From an optimization exercise on the open Yosys and OpenROAD flow, aimed at a short achievable clock period and few clock cycles; shortcuts taken in it are not production practice. Only simulation tests tie the RTL to the original design; equivalence was not proved. Power figures rest on the tool's default switching activity, not on a simulated workload.

`flow/config.mk`:
```
export PLATFORM = sky130hd
export DESIGN_NAME = rv_core
export DESIGN_NICKNAME = rv_core
export VERILOG_FILES = /design/flow/design.v
export SDC_FILE = /design/flow/constraint.sdc
export NUM_CORES = 4
export LEC_CHECK = 0
export CAP_MARGIN = 20
export CELL_PAD_IN_SITES_DETAIL_PLACEMENT = 1
export CORE_MARGIN = 2
export CORE_UTILIZATION = 33
export GPL_ROUTABILITY_DRIVEN = 1
export GPL_TIMING_DRIVEN = 1
export PLACE_DENSITY = 0.5
export SETUP_SLACK_MARGIN = 4.3
export SLEW_MARGIN = 20
export SYNTH_HIERARCHICAL = 1
export TNS_END_PERCENT = 100
```
`flow/constraint.sdc`:
```
create_clock -name core_clock -period 8.5 [get_ports {clk}]
set_input_delay 1.7000 -clock core_clock [delete_from_list [all_inputs] [get_ports {clk}]]
set_output_delay 1.7000 -clock core_clock [all_outputs]
set_load 0.01 [all_outputs]
```
`flow/design.v`:
```
`timescale 1ns/10ps
package rv_isa_pkg;
    typedef enum logic [6:0] {
        OPC_LOAD   = 7'b0000011,
        OPC_STORE  = 7'b0100011,
        OPC_OP_IMM = 7'b0010011,
        OPC_OP     = 7'b0110011,
        OPC_BRANCH = 7'b1100011,
        OPC_JAL    = 7'b1101111
    } rv_opcode_e;
    typedef enum logic [3:0] {
        ALU_ADD = 4'd0,
        ALU_SUB = 4'd1,
        ALU_SLL = 4'd2,
        ALU_SLT = 4'd3,
        ALU_XOR = 4'd4,
        ALU_SRL = 4'd5,
        ALU_SRA = 4'd6,
        ALU_OR  = 4'd7,
        ALU_AND = 4'd8
    } alu_op_e;
    localparam logic [2:0] F3_ADD  = 3'b000;
    localparam logic [2:0] F3_SLL  = 3'b001;
    localparam logic [2:0] F3_SLT  = 3'b010;
    localparam logic [2:0] F3_SLTU = 3'b011;    
    localparam logic [2:0] F3_XOR  = 3'b100;
    localparam logic [2:0] F3_SR   = 3'b101;    
    localparam logic [2:0] F3_OR   = 3'b110;
    localparam logic [2:0] F3_AND  = 3'b111;
    localparam logic [2:0] F3_BEQ  = 3'b000;
    localparam logic [2:0] F3_BNE  = 3'b001;
    localparam logic [2:0] F3_LD   = 3'b011;
    localparam logic [2:0] F3_SD   = 3'b011;
endpackage
`timescale 1ns/10ps
package rv_pipe_pkg;
    localparam logic [32-1:0] PC_STEP = 4;
    localparam int SEL_ADD = 0;
    localparam int SEL_SUB = 1;
    localparam int SEL_SLL = 2;
    localparam int SEL_SLT = 3;
    localparam int SEL_XOR = 4;
    localparam int SEL_SRL = 5;
    localparam int SEL_SRA = 6;      
    localparam int SEL_OR  = 7;
    localparam int SEL_AND = 8;
    localparam int SEL_LD  = 9;
    localparam int SEL_JAL = 10;
    localparam int NSEL    = 11;
endpackage
`timescale 1ns/10ps
module rv_rf_pairs #(
    parameter int W = 64
) (
    input  logic [31:0]     sel_i,
    input  logic [32*W-1:0] regs_i,
    output logic [16*W-1:0] n_o
);
    for (genvar j = 0; j < 16; j++) begin : g_pair
        assign n_o[j*W +: W] = ~(({W{sel_i[2*j]}} & regs_i[2*j*W +: W]) |
                                 ({W{sel_i[2*j+1]}} & regs_i[(2*j+1)*W +: W]));
    end
endmodule
module rv_rf_quads #(
    parameter int W = 64
) (
    input  logic [16*W-1:0] n_i,
    output logic [4*W-1:0]  q_o
);
    for (genvar k = 0; k < 4; k++) begin : g_quad
        assign q_o[k*W +: W] = ~(n_i[4*k*W +: W] & n_i[(4*k+1)*W +: W] &
                                 n_i[(4*k+2)*W +: W] & n_i[(4*k+3)*W +: W]);
    end
endmodule
module rv_rf_nor2 #(
    parameter int W = 64
) (
    input  logic [4*W-1:0] q_i,
    output logic [2*W-1:0] m_o
);
    assign m_o[0 +: W] = ~(q_i[0 +: W]   | q_i[W +: W]);
    assign m_o[W +: W] = ~(q_i[2*W +: W] | q_i[3*W +: W]);
endmodule
module rv_rf_nand2 #(
    parameter int W = 64
) (
    input  logic [2*W-1:0] m_i,
    output logic [W-1:0]   y_o
);
    assign y_o = ~(m_i[0 +: W] & m_i[W +: W]);
endmodule
module rv_rf_read #(
    parameter int W = 64
) (
    input  logic [4:0]      rs_i,
    input  logic [32*W-1:0] regs_i,
    output logic [W-1:0]    data_o
);
    logic [31:0]     sel;
    logic [16*W-1:0] n;
    logic [4*W-1:0]  q;
    logic [2*W-1:0]  m;
    for (genvar i = 0; i < 32; i++) begin : g_sel
        assign sel[i] = (rs_i == 5'(i));
    end
    rv_rf_pairs #(.W(W)) i_pairs (.sel_i(sel), .regs_i(regs_i), .n_o(n));
    rv_rf_quads #(.W(W)) i_quads (.n_i(n), .q_o(q));
    rv_rf_nor2  #(.W(W)) i_nor2  (.q_i(q), .m_o(m));
    rv_rf_nand2 #(.W(W)) i_nand2 (.m_i(m), .y_o(data_o));
endmodule
module rv_regfile (
    input  logic                 clk,
    input  logic                 rst,
    input  logic [5-1:0] rs1_i,
    input  logic [5-1:0] rs2_i,
    input  logic                 wen_i,      
    input  logic [5-1:0] rd_i,
    input  logic [64-1:0]  wdata_i,
    output logic [64-1:0]  rdata1_o,
    output logic [64-1:0]  rdata2_o
);
    logic [64-1:0]           regs [32];
    logic [32*64-1:0] regs_flat;
    assign regs[0] = '0;
    for (genvar i = 0; i < 32; i++) begin : g_flat
        assign regs_flat[i*64 +: 64] = regs[i];
    end
    for (genvar i = 1; i < 32; i++) begin : g_reg
        always_ff @(posedge clk or posedge rst) begin
            if (rst) begin
                regs[i] <= '0;
            end else if (wen_i && rd_i == i) begin
                regs[i] <= wdata_i;
            end
        end
    end
    rv_rf_read #(.W(64)) i_read1 (.rs_i(rs1_i), .regs_i(regs_flat), .data_o(rdata1_o));
    rv_rf_read #(.W(64)) i_read2 (.rs_i(rs2_i), .regs_i(regs_flat), .data_o(rdata2_o));
endmodule
`timescale 1ns/10ps
module rv_fetch_decode
(
    input  logic [32-1:0]         instr_i,
    output logic                        reg_write_o,     
    output logic                        load_o,
    output logic                        store_o,
    output logic                        branch_o,
    output logic                        bne_o,
    output logic                        jal_o,
    output logic                        addi_o,          
    output logic                        use_imm_o,       
    output logic [rv_pipe_pkg::NSEL-1:0] sel_o,          
    output logic [64-1:0]         imm_o,           
    output logic [32-1:0]         jump_off_o       
);
    localparam int XLEN = 64;
    logic [6:0]      opcode;
    logic [2:0]      funct3;
    logic            alt;
    logic [XLEN-1:0] i_imm;
    logic [XLEN-1:0] s_imm;
    logic [31:0]     b_imm;
    logic [31:0]     j_imm;
    logic [rv_pipe_pkg::NSEL-1:0] alu_sel;
    assign opcode = instr_i[6:0];
    assign funct3 = instr_i[14:12];
    assign alt    = instr_i[30];
    assign i_imm = {{(XLEN-12){instr_i[31]}}, instr_i[31:20]};
    assign s_imm = {{(XLEN-12){instr_i[31]}}, instr_i[31:25], instr_i[11:7]};
    assign b_imm = {{20{instr_i[31]}}, instr_i[7], instr_i[30:25], instr_i[11:8], 1'b0};
    assign j_imm = {{12{instr_i[31]}}, instr_i[19:12], instr_i[20], instr_i[30:21], 1'b0};
    always_comb begin
        alu_sel = '0;
        case (funct3)
            3'b000: alu_sel[(alt && opcode[5]) ? rv_pipe_pkg::SEL_SUB : rv_pipe_pkg::SEL_ADD] = 1'b1;
            3'b001: alu_sel[rv_pipe_pkg::SEL_SLL] = 1'b1;
            3'b010: alu_sel[rv_pipe_pkg::SEL_SLT] = 1'b1;
            3'b100: alu_sel[rv_pipe_pkg::SEL_XOR] = 1'b1;
            3'b101: begin
                alu_sel[rv_pipe_pkg::SEL_SRL] = 1'b1;
                alu_sel[rv_pipe_pkg::SEL_SRA] = alt;
            end
            3'b110: alu_sel[rv_pipe_pkg::SEL_OR]  = 1'b1;
            3'b111: alu_sel[rv_pipe_pkg::SEL_AND] = 1'b1;
            default: alu_sel = '0;
        endcase
    end
    always_comb begin
        reg_write_o = 1'b0;
        load_o      = 1'b0;
        store_o     = 1'b0;
        branch_o    = 1'b0;
        bne_o       = funct3[0];
        jal_o       = 1'b0;
        addi_o      = 1'b0;
        use_imm_o   = 1'b1;
        sel_o       = '0;
        imm_o       = i_imm;
        jump_off_o  = b_imm;
        case (opcode)
            rv_isa_pkg::OPC_LOAD: if (funct3 == rv_isa_pkg::F3_LD) begin
                reg_write_o = 1'b1;
                load_o      = 1'b1;
                sel_o[rv_pipe_pkg::SEL_LD] = 1'b1;
            end
            rv_isa_pkg::OPC_STORE: if (funct3 == rv_isa_pkg::F3_SD) begin
                store_o = 1'b1;
                imm_o   = s_imm;
            end
            rv_isa_pkg::OPC_OP_IMM: if (funct3 != rv_isa_pkg::F3_SLTU) begin
                reg_write_o = 1'b1;
                sel_o       = alu_sel;
                addi_o      = (funct3 == rv_isa_pkg::F3_ADD);
            end
            rv_isa_pkg::OPC_OP: if (funct3 != rv_isa_pkg::F3_SLTU) begin
                reg_write_o = 1'b1;
                use_imm_o   = 1'b0;
                sel_o       = alu_sel;
            end
            rv_isa_pkg::OPC_BRANCH: if (funct3[2:1] == 2'b00) begin
                branch_o  = 1'b1;
                use_imm_o = 1'b0;
            end
            rv_isa_pkg::OPC_JAL: begin
                reg_write_o = 1'b1;
                jal_o       = 1'b1;
                jump_off_o  = j_imm;
                sel_o[rv_pipe_pkg::SEL_JAL] = 1'b1;
            end
            default: ;
        endcase
        if (instr_i[11:7] == '0) begin                   
            reg_write_o = 1'b0;
            addi_o      = 1'b0;
        end
    end
endmodule
`timescale 1ns/10ps
module rv_add_xor #(
    parameter int W = 64
) (
    input  logic [W-1:0] a_i,
    input  logic [W-1:0] b_i,
    output logic [W-1:0] p_o
);
    assign p_o = a_i ^ b_i;
endmodule
module rv_add_and #(
    parameter int W = 64
) (
    input  logic [W-1:0] a_i,
    input  logic [W-1:0] b_i,
    output logic [W-1:0] g_o
);
    assign g_o = a_i & b_i;
endmodule
module rv_ks_level #(
    parameter int W = 64,
    parameter int D = 1
) (
    input  logic [W-1:0] g_i,
    input  logic [W-1:0] p_i,
    output logic [W-1:0] g_o,
    output logic [W-1:0] p_o
);
    assign g_o[D-1:0] = g_i[D-1:0];
    assign p_o[D-1:0] = p_i[D-1:0];
    assign g_o[W-1:D] = g_i[W-1:D] | (p_i[W-1:D] & g_i[W-1-D:0]);
    assign p_o[W-1:D] = p_i[W-1:D] & p_i[W-1-D:0];
endmodule
module rv_add_tree #(
    parameter int W = 64,
    parameter int L = 6          
) (
    input  logic [W-1:0] p_i,
    input  logic [W-1:0] g_i,
    input  logic         cin_i,
    output logic [W-1:0] sum_o
);
    logic [W-1:0] g [L+1];
    logic [W-1:0] p [L+1];
    assign g[0] = {g_i[W-1:1], g_i[0] | (p_i[0] & cin_i)};
    assign p[0] = p_i;
    for (genvar l = 1; l <= L; l++) begin : g_lvl
        rv_ks_level #(.W(W), .D(1 << (l - 1))) i_lvl (
            .g_i (g[l-1]),
            .p_i (p[l-1]),
            .g_o (g[l]),
            .p_o (p[l])
        );
    end
    rv_add_xor #(.W(W)) i_sum (.a_i(p_i), .b_i({g[L][W-2:0], cin_i}), .p_o(sum_o));
endmodule
module rv_add #(
    parameter int W = 64,
    parameter int L = 6          
) (
    input  logic [W-1:0] a_i,
    input  logic [W-1:0] b_i,
    input  logic         cin_i,
    output logic [W-1:0] sum_o
);
    logic [W-1:0] p;
    logic [W-1:0] g;
    rv_add_xor #(.W(W)) i_p (.a_i(a_i), .b_i(b_i), .p_o(p));
    rv_add_and #(.W(W)) i_g (.a_i(a_i), .b_i(b_i), .g_o(g));
    rv_add_tree #(.W(W), .L(L)) i_tree (.p_i(p), .g_i(g), .cin_i(cin_i), .sum_o(sum_o));
endmodule
module rv_execute
(
    input  logic [64-1:0]          a_i,
    input  logic [64-1:0]          b_i,
    input  logic [5:0]                   shl_i,      
    input  logic [5:0]                   shr_i,      
    input  logic [rv_pipe_pkg::NSEL-1:0] sel_i,
    input  logic [64-1:0]          load_data_i,
    input  logic [32-1:0]          link_i,
    output logic [64-1:0]          sum_o,
    output logic [64-1:0]          diff_o,
    output logic [64-1:0]          sll_o,
    output logic [64-1:0]          sr_o,
    output logic                         lt_o,
    output logic [64-1:0]          early_o     
);
    localparam int XLEN = 64;
    logic fill;
    rv_add #(.W(XLEN)) i_add (.a_i(a_i), .b_i(b_i),  .cin_i(1'b0), .sum_o(sum_o));
    rv_add #(.W(XLEN)) i_sub (.a_i(a_i), .b_i(~b_i), .cin_i(1'b1), .sum_o(diff_o));
    assign fill  = sel_i[rv_pipe_pkg::SEL_SRA] & a_i[XLEN-1];
    assign sll_o = a_i << shl_i;
    assign sr_o  = XLEN'($signed({fill, a_i}) >>> shr_i);
    assign lt_o  = (a_i[XLEN-1] != b_i[XLEN-1]) ? a_i[XLEN-1] : diff_o[XLEN-1];
    always_comb begin
        early_o = ({XLEN{sel_i[rv_pipe_pkg::SEL_XOR]}} & (a_i ^ b_i))
                | ({XLEN{sel_i[rv_pipe_pkg::SEL_OR]}}  & (a_i | b_i))
                | ({XLEN{sel_i[rv_pipe_pkg::SEL_AND]}} & (a_i & b_i))
                | ({XLEN{sel_i[rv_pipe_pkg::SEL_LD]}}  & load_data_i)
                | ({XLEN{sel_i[rv_pipe_pkg::SEL_JAL]}} & XLEN'(link_i));
    end
endmodule
module rv_pick #(
    parameter int W = 64
) (
    input  logic [W-1:0] sum_i,
    input  logic [W-1:0] diff_i,
    input  logic [W-1:0] sll_i,
    input  logic [W-1:0] sr_i,
    input  logic         lt_i,
    input  logic [W-1:0] early_i,
    input  logic [W-1:0] rf_i,          
    input  logic [W-1:0] wb_i,          
    input  logic [W-1:0] imm_i,
    input  logic         s_add_i,
    input  logic         s_sub_i,
    input  logic         s_sll_i,
    input  logic         s_sr_i,
    input  logic         s_slt_i,
    input  logic         s_early_i,
    input  logic         s_rf_i,
    input  logic         s_wb_i,
    input  logic         s_imm_i,
    output logic [W-1:0] y_o
);
    assign y_o = ({W{s_add_i}} & sum_i) | ({W{s_sub_i}} & diff_i)
               | ({W{s_sll_i}} & sll_i) | ({W{s_sr_i}} & sr_i)
               | W'(s_slt_i & lt_i)
               | ({W{s_early_i}} & early_i) | ({W{s_rf_i}} & rf_i)
               | ({W{s_wb_i}} & wb_i) | ({W{s_imm_i}} & imm_i);
endmodule
`timescale 1ns/10ps
module rv_mem_wb
(
    input  logic [32-1:0] rf_base_i,
    input  logic [32-1:0] wb_base_i,
    input  logic                use_wb_i,
    input  logic [32-1:0] offset_i,
    output logic [32-1:0] addr_o
);
    logic [32-1:0] rf_addr;
    logic [32-1:0] wb_addr;
    rv_add #(.W(32), .L(5)) i_rf_add (.a_i(rf_base_i), .b_i(offset_i), .cin_i(1'b0), .sum_o(rf_addr));
    rv_add #(.W(32), .L(5)) i_wb_add (.a_i(wb_base_i), .b_i(offset_i), .cin_i(1'b0), .sum_o(wb_addr));
    assign addr_o  = use_wb_i ? wb_addr : rf_addr;
endmodule
`timescale 1ns/10ps
module rv_core
(
    input  logic                clk,
    input  logic                rst,
    output logic [32-1:0] imem_addr_o,
    input  logic [32-1:0] imem_rdata_i,
    output logic                dmem_wen_o,
    output logic [32-1:0] dmem_addr_o,
    output logic [64-1:0] dmem_wdata_o,
    input  logic [64-1:0] dmem_rdata_i
);
    localparam int XLEN = 64;
    localparam int PCW  = 32;
    localparam int NSEL = rv_pipe_pkg::NSEL;
    logic [PCW-1:0]       pc_f;
    logic                 ex_rw;
    logic [5-1:0] ex_rd;
    logic                 ex_st;
    logic                 ex_br;
    logic                 ex_bne;
    logic                 ex_pred;      
    logic                 ex_addi;      
    logic [NSEL-1:0]      ex_sel;
    logic [XLEN-1:0]      ex_a;         
    logic [XLEN-1:0]      ex_b;         
    logic [PCW-1:0]       ex_addr;      
    logic [XLEN-1:0]      ex_sd;        
    logic [5:0]           ex_shl;       
    logic [5:0]           ex_shr;
    logic                 wb_en;
    logic [5-1:0] wb_rd;
    logic [XLEN-1:0]      wb_data;
    logic [PCW-1:0]       ex_seq;       
    logic [PCW-1:0]       ex_alt;       
    logic                 d_rw;
    logic                 d_ld;
    logic                 d_st;
    logic                 d_br;
    logic                 d_bne;
    logic                 d_jal;
    logic                 d_addi;
    logic                 zchk;         
    logic                 sum_zero;     
    logic                 d_use_imm;
    logic [NSEL-1:0]      d_sel;
    logic [XLEN-1:0]      d_imm;
    logic [PCW-1:0]       d_off;
    logic [5-1:0] rs1;
    logic [5-1:0] rs2;
    logic [5-1:0] rd;
    logic [XLEN-1:0]      rf1;
    logic [XLEN-1:0]      rf2;
    logic                 fwd1;
    logic                 fwd2;
    logic                 wfwd1;
    logic                 wfwd2;
    logic [XLEN-1:0]      b_d;
    logic                 d_pred;
    logic [PCW-1:0]       d_seq;
    logic [PCW-1:0]       d_tgt;
    logic                 d_mem;
    logic                 hold;         
    logic [PCW-1:0]       d_addr;
    logic                 equal;
    logic                 wrong;        
    logic [XLEN-1:0]      result;
    logic [XLEN-1:0]      x_sum;        
    logic [XLEN-1:0]      x_diff;
    logic [XLEN-1:0]      x_sll;
    logic [XLEN-1:0]      x_sr;
    logic                 x_lt;
    logic [XLEN-1:0]      x_early;
    logic                 fb;           
    logic                 fs;           
    logic [XLEN-1:0]      a_d;
    logic [XLEN-1:0]      sd_d;
    logic [5:0]           shl_d;
    logic [5:0]           shr_d;
    assign rs1 = imem_rdata_i[19:15];
    assign rs2 = imem_rdata_i[24:20];
    assign rd  = imem_rdata_i[11:7];
    assign imem_addr_o = pc_f;
    rv_fetch_decode i_decode (
        .instr_i     (imem_rdata_i),
        .reg_write_o (d_rw),
        .load_o      (d_ld),
        .store_o     (d_st),
        .branch_o    (d_br),
        .bne_o       (d_bne),
        .jal_o       (d_jal),
        .addi_o      (d_addi),
        .use_imm_o   (d_use_imm),
        .sel_o       (d_sel),
        .imm_o       (d_imm),
        .jump_off_o  (d_off)
    );
    assign sum_zero = ((ex_a ^ ex_b) == {ex_a[XLEN-2:0] | ex_b[XLEN-2:0], 1'b0});
    assign zchk     = ex_addi && (((rs1 == ex_rd) && (rs2 == '0)) || ((rs2 == ex_rd) && (rs1 == '0)));
    assign d_pred = d_jal || (d_br && ((zchk ? sum_zero : (rs1 == rs2)) ^ d_bne));
    assign d_seq  = pc_f + rv_pipe_pkg::PC_STEP;
    rv_add #(.W(PCW), .L(5)) i_tgt (.a_i(pc_f), .b_i(d_off), .cin_i(1'b0), .sum_o(d_tgt));
    rv_regfile i_regfile (
        .clk      (clk),
        .rst      (rst),
        .rs1_i    (rs1),
        .rs2_i    (rs2),
        .wen_i    (wb_en),
        .rd_i     (wb_rd),
        .wdata_i  (wb_data),
        .rdata1_o (rf1),
        .rdata2_o (rf2)
    );
    assign equal = (ex_a == ex_b);
    assign wrong = ex_br && ((equal ^ ex_bne) != ex_pred);
    rv_execute i_execute (
        .a_i         (ex_a),
        .b_i         (ex_b),
        .shl_i       (ex_shl),
        .shr_i       (ex_shr),
        .sel_i       (ex_sel),
        .load_data_i (dmem_rdata_i),
        .link_i      (ex_seq),
        .sum_o       (x_sum),
        .diff_o      (x_diff),
        .sll_o       (x_sll),
        .sr_o        (x_sr),
        .lt_o        (x_lt),
        .early_o     (x_early)
    );
    rv_pick #(.W(XLEN)) i_result (
        .sum_i (x_sum), .diff_i (x_diff), .sll_i (x_sll), .sr_i (x_sr), .lt_i (x_lt),
        .early_i (x_early), .rf_i ('0), .wb_i ('0), .imm_i ('0),
        .s_add_i (ex_sel[rv_pipe_pkg::SEL_ADD]), .s_sub_i (ex_sel[rv_pipe_pkg::SEL_SUB]),
        .s_sll_i (ex_sel[rv_pipe_pkg::SEL_SLL]), .s_sr_i (ex_sel[rv_pipe_pkg::SEL_SRL]),
        .s_slt_i (ex_sel[rv_pipe_pkg::SEL_SLT]), .s_early_i (1'b1),
        .s_rf_i (1'b0), .s_wb_i (1'b0), .s_imm_i (1'b0),
        .y_o (result)
    );
    rv_pick #(.W(XLEN)) i_fwd_a (
        .sum_i (x_sum), .diff_i (x_diff), .sll_i (x_sll), .sr_i (x_sr), .lt_i (x_lt),
        .early_i (x_early), .rf_i (rf1), .wb_i (wb_data), .imm_i ('0),
        .s_add_i (fwd1 & ex_sel[rv_pipe_pkg::SEL_ADD]), .s_sub_i (fwd1 & ex_sel[rv_pipe_pkg::SEL_SUB]),
        .s_sll_i (fwd1 & ex_sel[rv_pipe_pkg::SEL_SLL]), .s_sr_i (fwd1 & ex_sel[rv_pipe_pkg::SEL_SRL]),
        .s_slt_i (fwd1 & ex_sel[rv_pipe_pkg::SEL_SLT]), .s_early_i (fwd1),
        .s_rf_i (!fwd1 & !wfwd1), .s_wb_i (!fwd1 & wfwd1), .s_imm_i (1'b0),
        .y_o (a_d)
    );
    rv_pick #(.W(XLEN)) i_fwd_b (
        .sum_i (x_sum), .diff_i (x_diff), .sll_i (x_sll), .sr_i (x_sr), .lt_i (x_lt),
        .early_i (x_early), .rf_i (rf2), .wb_i (wb_data), .imm_i (d_imm),
        .s_add_i (fb & ex_sel[rv_pipe_pkg::SEL_ADD]), .s_sub_i (fb & ex_sel[rv_pipe_pkg::SEL_SUB]),
        .s_sll_i (fb & ex_sel[rv_pipe_pkg::SEL_SLL]), .s_sr_i (fb & ex_sel[rv_pipe_pkg::SEL_SRL]),
        .s_slt_i (fb & ex_sel[rv_pipe_pkg::SEL_SLT]), .s_early_i (fb),
        .s_rf_i (!d_use_imm & !fwd2 & !wfwd2), .s_wb_i (!d_use_imm & !fwd2 & wfwd2), .s_imm_i (d_use_imm),
        .y_o (b_d)
    );
    rv_pick #(.W(XLEN)) i_fwd_sd (
        .sum_i (x_sum), .diff_i (x_diff), .sll_i (x_sll), .sr_i (x_sr), .lt_i (x_lt),
        .early_i (x_early), .rf_i (rf2), .wb_i (wb_data), .imm_i ('0),
        .s_add_i (fwd2 & ex_sel[rv_pipe_pkg::SEL_ADD]), .s_sub_i (fwd2 & ex_sel[rv_pipe_pkg::SEL_SUB]),
        .s_sll_i (fwd2 & ex_sel[rv_pipe_pkg::SEL_SLL]), .s_sr_i (fwd2 & ex_sel[rv_pipe_pkg::SEL_SRL]),
        .s_slt_i (fwd2 & ex_sel[rv_pipe_pkg::SEL_SLT]), .s_early_i (fwd2),
        .s_rf_i (!fwd2 & !wfwd2), .s_wb_i (!fwd2 & wfwd2), .s_imm_i (1'b0),
        .y_o (sd_d)
    );
    rv_pick #(.W(6)) i_fwd_shl (
        .sum_i (x_sum[5:0]), .diff_i (x_diff[5:0]), .sll_i (x_sll[5:0]), .sr_i (x_sr[5:0]), .lt_i (x_lt),
        .early_i (x_early[5:0]), .rf_i (rf2[5:0]), .wb_i (wb_data[5:0]), .imm_i (d_imm[5:0]),
        .s_add_i (fs & d_sel[rv_pipe_pkg::SEL_SLL] & ex_sel[rv_pipe_pkg::SEL_ADD]),
        .s_sub_i (fs & d_sel[rv_pipe_pkg::SEL_SLL] & ex_sel[rv_pipe_pkg::SEL_SUB]),
        .s_sll_i (fs & d_sel[rv_pipe_pkg::SEL_SLL] & ex_sel[rv_pipe_pkg::SEL_SLL]),
        .s_sr_i  (fs & d_sel[rv_pipe_pkg::SEL_SLL] & ex_sel[rv_pipe_pkg::SEL_SRL]),
        .s_slt_i (fs & d_sel[rv_pipe_pkg::SEL_SLL] & ex_sel[rv_pipe_pkg::SEL_SLT]),
        .s_early_i (fs & d_sel[rv_pipe_pkg::SEL_SLL]),
        .s_rf_i (d_sel[rv_pipe_pkg::SEL_SLL] & !d_use_imm & !fwd2 & !wfwd2),
        .s_wb_i (d_sel[rv_pipe_pkg::SEL_SLL] & !d_use_imm & !fwd2 & wfwd2),
        .s_imm_i (d_sel[rv_pipe_pkg::SEL_SLL] & d_use_imm),
        .y_o (shl_d)
    );
    rv_pick #(.W(6)) i_fwd_shr (
        .sum_i (x_sum[5:0]), .diff_i (x_diff[5:0]), .sll_i (x_sll[5:0]), .sr_i (x_sr[5:0]), .lt_i (x_lt),
        .early_i (x_early[5:0]), .rf_i (rf2[5:0]), .wb_i (wb_data[5:0]), .imm_i (d_imm[5:0]),
        .s_add_i (fs & d_sel[rv_pipe_pkg::SEL_SRL] & ex_sel[rv_pipe_pkg::SEL_ADD]),
        .s_sub_i (fs & d_sel[rv_pipe_pkg::SEL_SRL] & ex_sel[rv_pipe_pkg::SEL_SUB]),
        .s_sll_i (fs & d_sel[rv_pipe_pkg::SEL_SRL] & ex_sel[rv_pipe_pkg::SEL_SLL]),
        .s_sr_i  (fs & d_sel[rv_pipe_pkg::SEL_SRL] & ex_sel[rv_pipe_pkg::SEL_SRL]),
        .s_slt_i (fs & d_sel[rv_pipe_pkg::SEL_SRL] & ex_sel[rv_pipe_pkg::SEL_SLT]),
        .s_early_i (fs & d_sel[rv_pipe_pkg::SEL_SRL]),
        .s_rf_i (d_sel[rv_pipe_pkg::SEL_SRL] & !d_use_imm & !fwd2 & !wfwd2),
        .s_wb_i (d_sel[rv_pipe_pkg::SEL_SRL] & !d_use_imm & !fwd2 & wfwd2),
        .s_imm_i (d_sel[rv_pipe_pkg::SEL_SRL] & d_use_imm),
        .y_o (shr_d)
    );
    assign dmem_wen_o   = ex_st;
    assign dmem_addr_o  = ex_addr;
    assign dmem_wdata_o = ex_sd;
    rv_mem_wb i_agu (
        .rf_base_i (rf1[PCW-1:0]),
        .wb_base_i (wb_data[PCW-1:0]),
        .use_wb_i  (wfwd1),
        .offset_i  (d_imm[PCW-1:0]),
        .addr_o   (d_addr)
    );
    assign fwd1 = ex_rw && (ex_rd == rs1);
    assign fwd2 = ex_rw && (ex_rd == rs2);
    assign wfwd1 = wb_en && (wb_rd == rs1);
    assign wfwd2 = wb_en && (wb_rd == rs2);
    assign fb      = fwd2 && !d_use_imm;
    assign fs      = fb;
    assign d_mem = d_ld || d_st;
    assign hold  = d_mem && fwd1;
    always_ff @(posedge clk or posedge rst) begin
        if (rst) begin
            pc_f   <= 32'h0000_0000;
            ex_rw  <= 1'b0;
            ex_rd  <= '0;
            ex_st  <= 1'b0;
            ex_br  <= 1'b0;
            ex_bne <= 1'b0;
            ex_pred <= 1'b0;
            ex_addi <= 1'b0;
            ex_sel <= '0;
            ex_a   <= '0;
            ex_b   <= '0;
            ex_addr <= '0;
            ex_sd  <= '0;
            ex_shl <= '0;
            ex_shr <= '0;
            wb_en  <= 1'b0;
            wb_rd  <= '0;
            wb_data <= '0;
            ex_seq <= '0;
            ex_alt <= '0;
        end else begin
            pc_f   <= wrong ? ex_alt : hold ? pc_f : (d_pred ? d_tgt : d_seq);
            ex_rw  <= d_rw && !wrong && !hold;
            ex_st  <= d_st && !wrong && !hold;
            ex_br  <= d_br && !wrong;
            ex_sel <= (wrong || hold) ? '0 : d_sel;
            ex_rd  <= rd;
            ex_bne <= d_bne;
            ex_pred <= d_pred;
            ex_addi <= d_addi && !wrong && !hold;
            ex_a   <= a_d;
            ex_b   <= b_d;
            ex_addr <= d_addr;
            ex_sd  <= sd_d;
            ex_shl <= shl_d;
            ex_shr <= shr_d;
            wb_en  <= ex_rw;
            wb_rd  <= ex_rd;
            wb_data <= result;
            ex_seq <= d_seq;
            ex_alt <= d_pred ? d_seq : d_tgt;
        end
    end
endmodule
```
`flow/run.sh`:
```
#!/bin/bash
# synth_recipe.tcl (not shown) runs the flow's synth.tcl, then flattens the netlist and writes it again
# the make line also repeats each setting of config.mk as NAME=value (left out here)
make -C /OpenROAD-flow-scripts/flow DESIGN_CONFIG=/design/flow/config.mk WORK_HOME=/design/flow/orfs CLKGATE_MAP_FILE= SYNTH_SCRIPT=/design/flow/synth_recipe.tcl finish
```
==> results of run 1 <==
cells in the final DEF (no fill, tap or decap), drive strengths merged, types with 43 or more instances in the layout:
cell type,instances
a22oi,3118
dfrtp,2408
mux2,2130
and2,1057
a21o,1024
buf,843
nand4,794
nor2,503
xor2,490
conb,465
clkbuf,434
nand2,379
inv,282
clkdlybuf4s50,204
ha,192
mux4,144
o21ai,97
mux2i,93
a21oi,84
clkinv,65
xnor2,61
diode,53
o211ai,50
nand3,43
state kept, by name, summed over array words and instances, names as in the netlist, 5 cells and up:
register        count
i_regfile.regs   1984
ex_a               64
ex_b               64
ex_sd              64
wb_data            64
ex_addr            32
ex_alt             32
ex_seq             32
pc_f               32
ex_sel             11
ex_shl              6
ex_shr              6
ex_rd               5
wb_rd               5
stage by stage:
step           cells  utilization (%)  hold WS (ps)  total power [mW]
6_report       22024             37.9           422              32.5
5_1_grt        21973             37.9           444              33.3
4_1_cts        21852             37.4           408              32.2
3_5_place_dp   21111             34.5           394              18.5
3_3_place_gp   21108             34.4           398              18.4
2_1_floorplan  15451                -           366              16.0
routing by layer:
layer  wire [microns]  global-route usage [%]  vias to the layer above
met5              480                   0.336                        -
met4            65800                    19.7                       48
met3           111000                    11.6                     2378
met2           346000                    45.8                    10014
met1           363000                    45.9                    76945
li1                 -                       -                    57013
worst reg2reg max path, cell delays in order, from the launching register on:
cell and delay [ps]:
dfrtp_1 320, buf_4 280, xor2_1 420, and2_1 240, and2_1 230, and2_1 390
a21o_2 390, a21o_1 380, xor2_1 130, buf_4 220, a22oi_1 170, nand4_1 900
worst max-delay path by stage:
stage	startpoint	end	slack, ps	cells after the start
final	imem_rdata_i[20]	ex_sd[27]$_DFF_PP0_	3900	11
after global routing	imem_rdata_i[15]	ex_addr[28]$_DFF_PP0_	3980	17
after CTS	imem_rdata_i[16]	ex_addr[15]$_DFF_PP0_	4130	19
after detailed placement	imem_rdata_i[16]	ex_addr[23]$_DFF_PP0_	1170	16
after global placement	imem_rdata_i[16]	ex_addr[23]$_DFF_PP0_	1160	16
after floorplan	rst	i_regfile.regs[10][0]$_DFFE_PP0P_	-20740	1
area by class of cell:
class	count	share of cell area, %
Clock buffer	414	4.58
Tap cell	6475	4.36
Inverter	277	0.566
Antenna cell	53	0.0713
Timing Repair Buffer	1078	5.93
Multi-Input combinational cell	11207	51.2
Sequential cell	2408	32.4
Clock inverter	112	0.843
repair_timing:
action / 4_1_cts / 5_1_grt
hold buffers: 0 / 0
setup buffers: 200 / 94
pin swaps: 159 / 122
resized for setup: 534 / 287
cloned: 15 / 22
endpoints found under the setup margin: 327 / 184
power by group through the flow:
stage	clock [mW]	combinational, mW	sequential, mW
after global placement	0	5.55	12.9
after global routing	14.2	6.38	12.8
after detailed placement	0	5.59	12.9
after CTS	13.7	5.78	12.7
final	13.6	6.22	12.7
after floorplan	0	3.32	12.7
==> results.toml, run 1 <==
[pwr]
vdd_drop_max_uv = 213
power.net_switching_mw = 10.7
p_int_mw = 21.9
power.density_nw_per_um2 = 175
swShare_pct = 32.8
pwr-share-clk_pct = 41.8
p_leak_nw = 86.2
pwr-share-seq_pct = 39.1
combPwrFrac_pct = 19.1

[setup_path]
crit_buf_inv = 3
critPathTopFamily = "simple AND/OR/NAND/NOR gates"
r2r_end = "ex_sd[27]$_DFF_PP0_"
cp_cell_sequence = "clkbuf_2, buf_12, or3b_4, nor2_4, buf_12, a22oi_1, nand4_1, nor2_1, nand2_4, a22oi_1, nand4_1"
worstPathArrival_ps = 5130
worstPathRequired_ps = 9030
crit_path_max_fanout = 64
critical-path-max-stage-delay_ps = 900
cp-end-kind = "flip-flop"
ff2ff_path_depth = 11
setup.reg_to_reg.worst_slack_ps = 3990
cp-start-kind = "primary input"
reg2reg_from = "ex_a[8]$_DFF_PP0_"
worst-setup-path-type = "primary input to flip-flop"
cpMaxStageDelayCell = "nand4_1"

[cts]
htreeDepth = 5
cts_tree = "done"
clkTransAtPathRegs_ps = 60
cts_root_buffer = "clkbuf_16"
clock-sinks = 2408
clk_latency_ps = 1060
cts_buffer_depth = 4
numCtsBuffers = 293

[finish]
drive_gt1_share_pct = 31.1
final.fill_count = 53541
area.growth.synth_to_final_pct = 14.3
multiInputGateArea_sq_um = 95300
stdcell_area_sq_um = 186000
register_area_sq_um = 60300
final_nets = 15555

[synth]
synth_warnings = 21
syn_area_sq_um = 163000
postSynthAreaPerCell_sq_um = 10.9
postSynthCellCount = 14993

[hold_path]
worstHoldEndpoint = "wb_en$_DFF_PP0_"
worstHoldPathCells = 0
hp-start = "ex_rw$_DFF_PP0_"
min_path_type = "flip-flop to flip-flop"

[timing]
drv_slew = 0
max_freq_mhz = 217
tns_ps = 0
max_slew_margin_pct = 5.15
hold_viol_final = 0
fin_worst_skew_ps = 136
rsz0062_at_grt = "yes"
setup_ws_ps = 3900
setup_viol = 0
tightest_slew_ps = 1420
finalCritPeriodShare_pct = 54.1
fin_crit_ps = 4600

[die]
fp.dieW_microns = 706
die_h_microns = 706
core_area_sq_um = 491000
start_util_pct = 33.2
num_io_pins = 227
die_area_sq_um = 499000
num_rows = 257

[grt]
gr-total-overflow = 0
grt_pass1_wl_microns = 1200000
grt_pass1_vias = 143426
grt_start_max_net_pins = 156
grt_use_total_pct = 33.7
antenna_found_initial = 74

[drt]
wl_microns = 887000
drc = 0
vias_per_cell = 6.65
drtAntennaViolNets = 0
drtIter0Drc = 21801
wl_per_cell_microns = 40.3
via_count = 146398
drtPass1Iterations = 9

[placement]
dp_slack_ps = 1170
io_buffers = 226
routabilityCongestion = 1.04
hpwl_microns = 596000
placed_cell_area_sq_um = 169000

[status]
status = "complete, no violations"

[job]
max-cap-violations = 0
Testbench counts, summed over its fixed seeds: cycles 30,764.
==> run 2: changes to the inputs <==
--- a/flow/design.v
+++ b/flow/design.v
@@ -371,15 +371,9 @@
 module rv_mem_wb
 (
-    input  logic [32-1:0] rf_base_i,
-    input  logic [32-1:0] wb_base_i,
-    input  logic                use_wb_i,
+    input  logic [32-1:0] base_i,
     input  logic [32-1:0] offset_i,
     output logic [32-1:0] addr_o
 );
-    logic [32-1:0] rf_addr;
-    logic [32-1:0] wb_addr;
-    rv_add #(.W(32), .L(5)) i_rf_add (.a_i(rf_base_i), .b_i(offset_i), .cin_i(1'b0), .sum_o(rf_addr));
-    rv_add #(.W(32), .L(5)) i_wb_add (.a_i(wb_base_i), .b_i(offset_i), .cin_i(1'b0), .sum_o(wb_addr));
-    assign addr_o  = use_wb_i ? wb_addr : rf_addr;
+    rv_add #(.W(32), .L(5)) i_add (.a_i(base_i), .b_i(offset_i), .cin_i(1'b0), .sum_o(addr_o));
 endmodule
 `timescale 1ns/10ps
@@ -581,7 +575,5 @@
     assign dmem_wdata_o = ex_sd;
     rv_mem_wb i_agu (
-        .rf_base_i (rf1[PCW-1:0]),
-        .wb_base_i (wb_data[PCW-1:0]),
-        .use_wb_i  (wfwd1),
+        .base_i    (rf1[PCW-1:0]),
         .offset_i  (d_imm[PCW-1:0]),
         .addr_o   (d_addr)
@@ -594,5 +586,5 @@
     assign fs      = fb;
     assign d_mem = d_ld || d_st;
-    assign hold  = d_mem && fwd1;
+    assign hold  = d_mem && (fwd1 || wfwd1);
     always_ff @(posedge clk or posedge rst) begin
         if (rst) begin
==> results.toml, run 2 <==
[status]
status = "complete, no violations"

[timing]
fin_worst_skew_ps = 110
setup_viol = 0
setup_ws_ps = 4040
finalCritPeriodShare_pct = 52.5
tightest_slew_ps = 1340
drv_slew = 0
max_slew_margin_pct = 10.5
tns_ps = 0
max_freq_mhz = 224
rsz0062_at_grt = "yes"
hold_viol_final = 0
fin_crit_ps = 4460

[cts]
cts_root_buffer = "clkbuf_16"
numCtsBuffers = 297
htreeDepth = 5
cts_tree = "done"
clkTransAtPathRegs_ps = 60
clk_latency_ps = 1070
clock-sinks = 2408
cts_buffer_depth = 4

[drt]
via_count = 143156
drc = 0
wl_per_cell_microns = 40.7
vias_per_cell = 6.64
wl_microns = 878000
drtPass1Iterations = 10
drtAntennaViolNets = 0
drtIter0Drc = 20898

[placement]
hpwl_microns = 603000
dp_slack_ps = 1330
placed_cell_area_sq_um = 167000
routabilityCongestion = 1.03
io_buffers = 226

[setup_path]
setup.reg_to_reg.worst_slack_ps = 4040
cp-start-kind = "flip-flop"
worstPathRequired_ps = 9400
worstPathArrival_ps = 5360
cp-end-kind = "flip-flop"
crit_path_max_fanout = 5
worst-setup-path-type = "flip-flop to flip-flop"

[finish]
post-route-util_pct = 37.6
area.growth.synth_to_final_pct = 13.3
final_common_cell = "a22oi_1"
drive_gt1_share_pct = 30.3
stdcell_area_sq_um = 181000
final_cell_mix = "a22oi_1 (2,480), dfrtp_1 (2,360), mux2_2 (2,057)"
largest_reg_flops = 1984
final_nets = 15145
regMostFlops = "i_regfile.regs"

[die]
fp.dieW_microns = 700
num_rows = 255
core_area_sq_um = 483000
die_area_sq_um = 490000
die_h_microns = 700
start_util_pct = 33.1
num_io_pins = 227

[hold_path]
min_path_type = "flip-flop to flip-flop"

[grt]
grt_use_total_pct = 34.4
grt_start_max_net_pins = 167
gr-total-overflow = 0
grt_pass1_wl_microns = 1200000
grt_pass1_vias = 141507
antenna_found_initial = 80

[synth]
postSynthCellCount = 14632
synth_warnings = 21
postSynthAreaPerCell_sq_um = 10.9
syn_area_sq_um = 160000

[pwr]
power_mw = 31.8
vdd_drop_max_uv = 147
power.density_nw_per_um2 = 175
p_leak_nw = 84.1

[job]
max-cap-violations = 0
==> run 2: critical path, cell delays in order (launching register included) <==
cell	delay [ps]
dfrtp_1	510
inv_1	130
xor2_1	290
and2_1	460
and2_1	450
and2_1	320
and2_1	230
a21o_1	400
xor2_1	980
a22oi_1	220
nand4_1	320
==> run 2: final timing paths <==
| check | start | to | depth (start not counted) |
|---|---|---|---|
| max | ex_b[12]$_DFF_PP0_ | ex_sd[18]$_DFF_PP0_ | 10 |
| min | ex_rw$_DFF_PP0_ | wb_en$_DFF_PP0_ | 0 |
| max reg2reg | ex_b[12]$_DFF_PP0_ | ex_sd[18]$_DFF_PP0_ | 10 |
| min reg2reg | ex_rw$_DFF_PP0_ | wb_en$_DFF_PP0_ | 0 |
| max in group asynchronous | rst | i_regfile.regs[6][8]$_DFFE_PP0P_ | 4 |
| min in group asynchronous | rst | ex_sd[55]$_DFF_PP0_ | 2 |
==> run 2: where the power goes <==
| part | switching (mW) | total (mW) | internal [mW] |
|---|---|---|---|
| logic | 3.79 | 5.47 | 1.68 |
| clock network | 5.70 | 13.6 | 7.94 |
| registers | 0.728 | 12.7 | 12.0 |
==> run 2: cell type report <==
cell class	count	area, sq um
Inverter	281	1070
Sequential cell	2408	60300
Fill cell	52568	301000
Clock buffer	421	8550
Multi-Input combinational cell	10874	91800
Timing Repair Buffer	993	9820
Antenna cell	37	92.6
Clock inverter	112	1610
Tap cell	6425	8040
==> run 2: what timing repair did <==
action	4_1_cts	5_1_grt
setup endpoints to repair	353	224
setup buffers	164	53
hold endpoints to repair	0	0
cloned	10	9
hold buffers	0	0
pin swaps	77	49
resized for setup	294	213
==> run 2: stage by stage <==
step | instances | hold slack (ps)
2_1_floorplan | 15088 | 354
3_3_place_gp | 20743 | 391
3_5_place_dp | 20745 | 410
4_1_cts | 21452 | 412
5_1_grt | 21524 | 440
6_report | 21551 | 417
==> run 2: metal layers <==
metal	GRT usage (%)	vias up	part of all wire [%]
li1	-	55799	-
met1	46.6	75417	41
met2	46.6	9558	39
met3	11.8	2336	12
met4	21.2	46	7.4
met5	0	-	0.045
Testbench counts of run 2, summed over its fixed seeds: cycles 31,145.
==> run 3: changes to the inputs <==
--- a/flow/config.mk
+++ b/flow/config.mk
@@ -13,5 +13,5 @@
 export GPL_TIMING_DRIVEN = 1
 export PLACE_DENSITY = 0.5
-export SETUP_SLACK_MARGIN = 4.3
+export SETUP_SLACK_MARGIN = 4.6
 export SLEW_MARGIN = 20
 export SYNTH_HIERARCHICAL = 1
==> results.toml, run 3 <==
[die]
fp.dieW_microns = 700
num_rows = 255
num_io_pins = 227
die_area_sq_um = 490000
core_area_sq_um = 483000
start_util_pct = 33.1
die_h_microns = 700

[finish]
final.fill_count = 52294
final_cell_mix = "a22oi_1 (2,460), dfrtp_1 (2,279), mux2_2 (2,057)"
final_common_cell = "a22oi_1"
final_nets = 15321
regMostFlops = "i_regfile.regs"
post-route-util_pct = 38.4
stdcell_area_sq_um = 185000
multiInputGateArea_sq_um = 93200
largest_reg_flops = 1984
area.growth.synth_to_final_pct = 15.8
drive_gt1_share_pct = 32.9
register_area_sq_um = 60500

[pwr]
power_mw = 32.0
power.density_nw_per_um2 = 173
p_leak_nw = 85.6
vdd_drop_max_uv = 149

[drt]
dr_wl_met3_microns = 113000
drc = 0
vias_per_cell = 6.66
drtPass1Iterations = 10
drtAntennaViolNets = 0
via_count = 144937
wl_microns = 896000
met1Wirelength_microns = 364000
wl_per_cell_microns = 41.2
drtIter0Drc = 21350
highest_layer = "met5"
dr_wl_met2_microns = 350000

[timing]
setup_viol = 0
tightest_slew_ps = 1290
max_freq_mhz = 238
fin_crit_ps = 4200
tns_ps = 0
fin_worst_skew_ps = 113
hold_slack_ps = 414
rsz0062_at_grt = "yes"
max_slew_margin_pct = 13.0
hold_viol_final = 0
finalCritPeriodShare_pct = 49.4
drv_slew = 0

[setup_path]
cp_cell_sequence = "buf_16, nand3b_1, buf_6, nor2_4, buf_12, buf_12, a22oi_2, nand4_1, nor2_1, nand2_2, xor2_4, a21o_1, a21o_1, a21o_1, a21o_1, a21o_1, xor2_1"
worstPathArrival_ps = 5050
setup.reg_to_reg.worst_slack_ps = 4320
cpMostUsedCell = "a21o_1"
critPathTopFamily = "compound AO/OA/AOI/OAI gates"
critical-path-max-stage-delay_ps = 390
cp-start-kind = "primary input"
cpMaxStageDelayCell = "nand4_1"
worst-setup-path-type = "primary input to flip-flop"
cp-end-kind = "flip-flop"
crit_path_max_fanout = 5
worstPathRequired_ps = 9350
crit_buf_inv = 4

[placement]
hpwl_microns = 603000
io_buffers = 226
routabilityCongestion = 1.03
placed_cell_area_sq_um = 167000

[grt]
grt_use_total_pct = 35.0
grt_pass1_vias = 142789
gr-total-overflow = 0
grt_start_max_net_pins = 167
grt_pass1_wl_microns = 1210000
antenna_found_initial = 102

[cts]
cts_buffer_depth = 4
clk_latency_ps = 1040
numCtsBuffers = 297
clkTransAtPathRegs_ps = 60
cts_root_buffer = "clkbuf_16"
clock-sinks = 2408
cts_tree = "done"
hold_buffers = 0
htreeDepth = 5

[synth]
syn_area_sq_um = 160000
postSynthAreaPerCell_sq_um = 10.9
postSynthCellCount = 14632
synth_warnings = 21

[status]
status = "complete, no violations"

[job]
max-cap-violations = 0

[hold_path]
min_path_type = "flip-flop to flip-flop"
## run 3: cell count changes in the layout (fill, tap and decap cells not counted), moves of 39 or more
cell and change:
dfrtp_1 -81, buf_6 +46, dfrtp_2 +73, buf_4 +60, buf_12 +40, xor2_1 -51, xor2_2 +39
## run 3: final cells by class
cell class / count / share of cell area (%)
Antenna cell: 68 / 0.0918
Clock buffer: 421 / 4.61
Clock inverter: 112 / 0.868
Inverter: 281 / 0.586
Multi-Input combinational cell: 10880 / 50.3
Sequential cell: 2408 / 32.6
Tap cell: 6425 / 4.34
Timing Repair Buffer: 1163 / 6.61
## run 3: worst reg2reg max path: stages, from the launching register on
cell	delay (ps)
dfrtp_4	520
buf_4	190
buf_4	200
mux4_1	590
mux2i_1	740
mux2_2	380
or2_2	150
o211ai_1	280
a22oi_1	280
nand4_1	560
## run 3: per-layer routing
| layer | global-route usage (%) | vias to the layer above |
|---|---|---|
| met5 | 0.0196 | - |
| met4 | 21.4 | 66 |
| met2 | 47.4 | 9837 |
| met1 | 46.9 | 76360 |
| li1 | - | 56154 |
| met3 | 12.7 | 2520 |
## run 3: worst paths after layout
path                                    from                               end  cells past startpoint
max                         imem_rdata_i[15]             ex_addr[30]$_DFF_PP0_                     17
min                          ex_rw$_DFF_PP0_                   wb_en$_DFF_PP0_                      0
max reg2reg                ex_a[9]$_DFF_PP0_               ex_sd[34]$_DFF_PP0_                      9
min reg2reg                  ex_rw$_DFF_PP0_                   wb_en$_DFF_PP0_                      0
max in group asynchronous                rst  i_regfile.regs[6][8]$_DFFE_PP0P_                      4
min in group asynchronous                rst               ex_sd[55]$_DFF_PP0_                      2
## run 3: through the flow
step                      std cells  worst slack, ps
after floorplan               15088           -20740
after global placement        20743             1380
after detailed placement      20745             1330
after CTS                     21573             4520
after global routing          21703             4320
final                         21758             4300
## run 3: timing repair
item | 4_1_cts | 5_1_grt
buffers inserted | 269 | 101
cloned | 26 | 14
endpoints found under the setup margin | 518 | 313
resized for setup | 757 | 292
hold endpoints to repair | 0 | 0
pin swaps | 188 | 119
## run 3: power by group
group / switching, mW / internal (mW) / leakage [nW]
logic: 3.89 / 1.77 / 48.0
clock network: 5.71 / 7.94 / 4.94
registers: 0.723 / 12.0 / 32.6

==> port drivers added, routing unchanged <==
The flow's constraints put no driver on any port. The routed layouts listed below were extracted and timed again, unchanged, in two steps.
Step 1, drivers: a clkbuf_16 drives clk and a buf_2 each remaining input, both assumed.
Step 2 adds t to the input delays and takes it off the output delays; t is the mean of the earliest and latest rising clock arrival at the registers after step 1. Input paths then give back, and output paths get back, about the clock's delay inside the block.
Three values: no drivers, after step 1, after step 2; two values: the first two.
| run | t (ns) | setup slack, ns | cell pins on the clock port's net |
|---|---|---|---|
| run 1 | 1.127 | 3.897 / 3.994 / 2.882 | 1 |
| run 2 | 1.135 | 4.041 / 4.041 / 3.023 | 1 |
| run 3 | 1.120 | 4.298 / 4.096 / 2.976 | 1 |
After both steps every run listed still meets setup and hold. For run 3, which loses most, drivers alone change the setup slack by -0.202 ns; drivers and shift together by -1.322 ns.
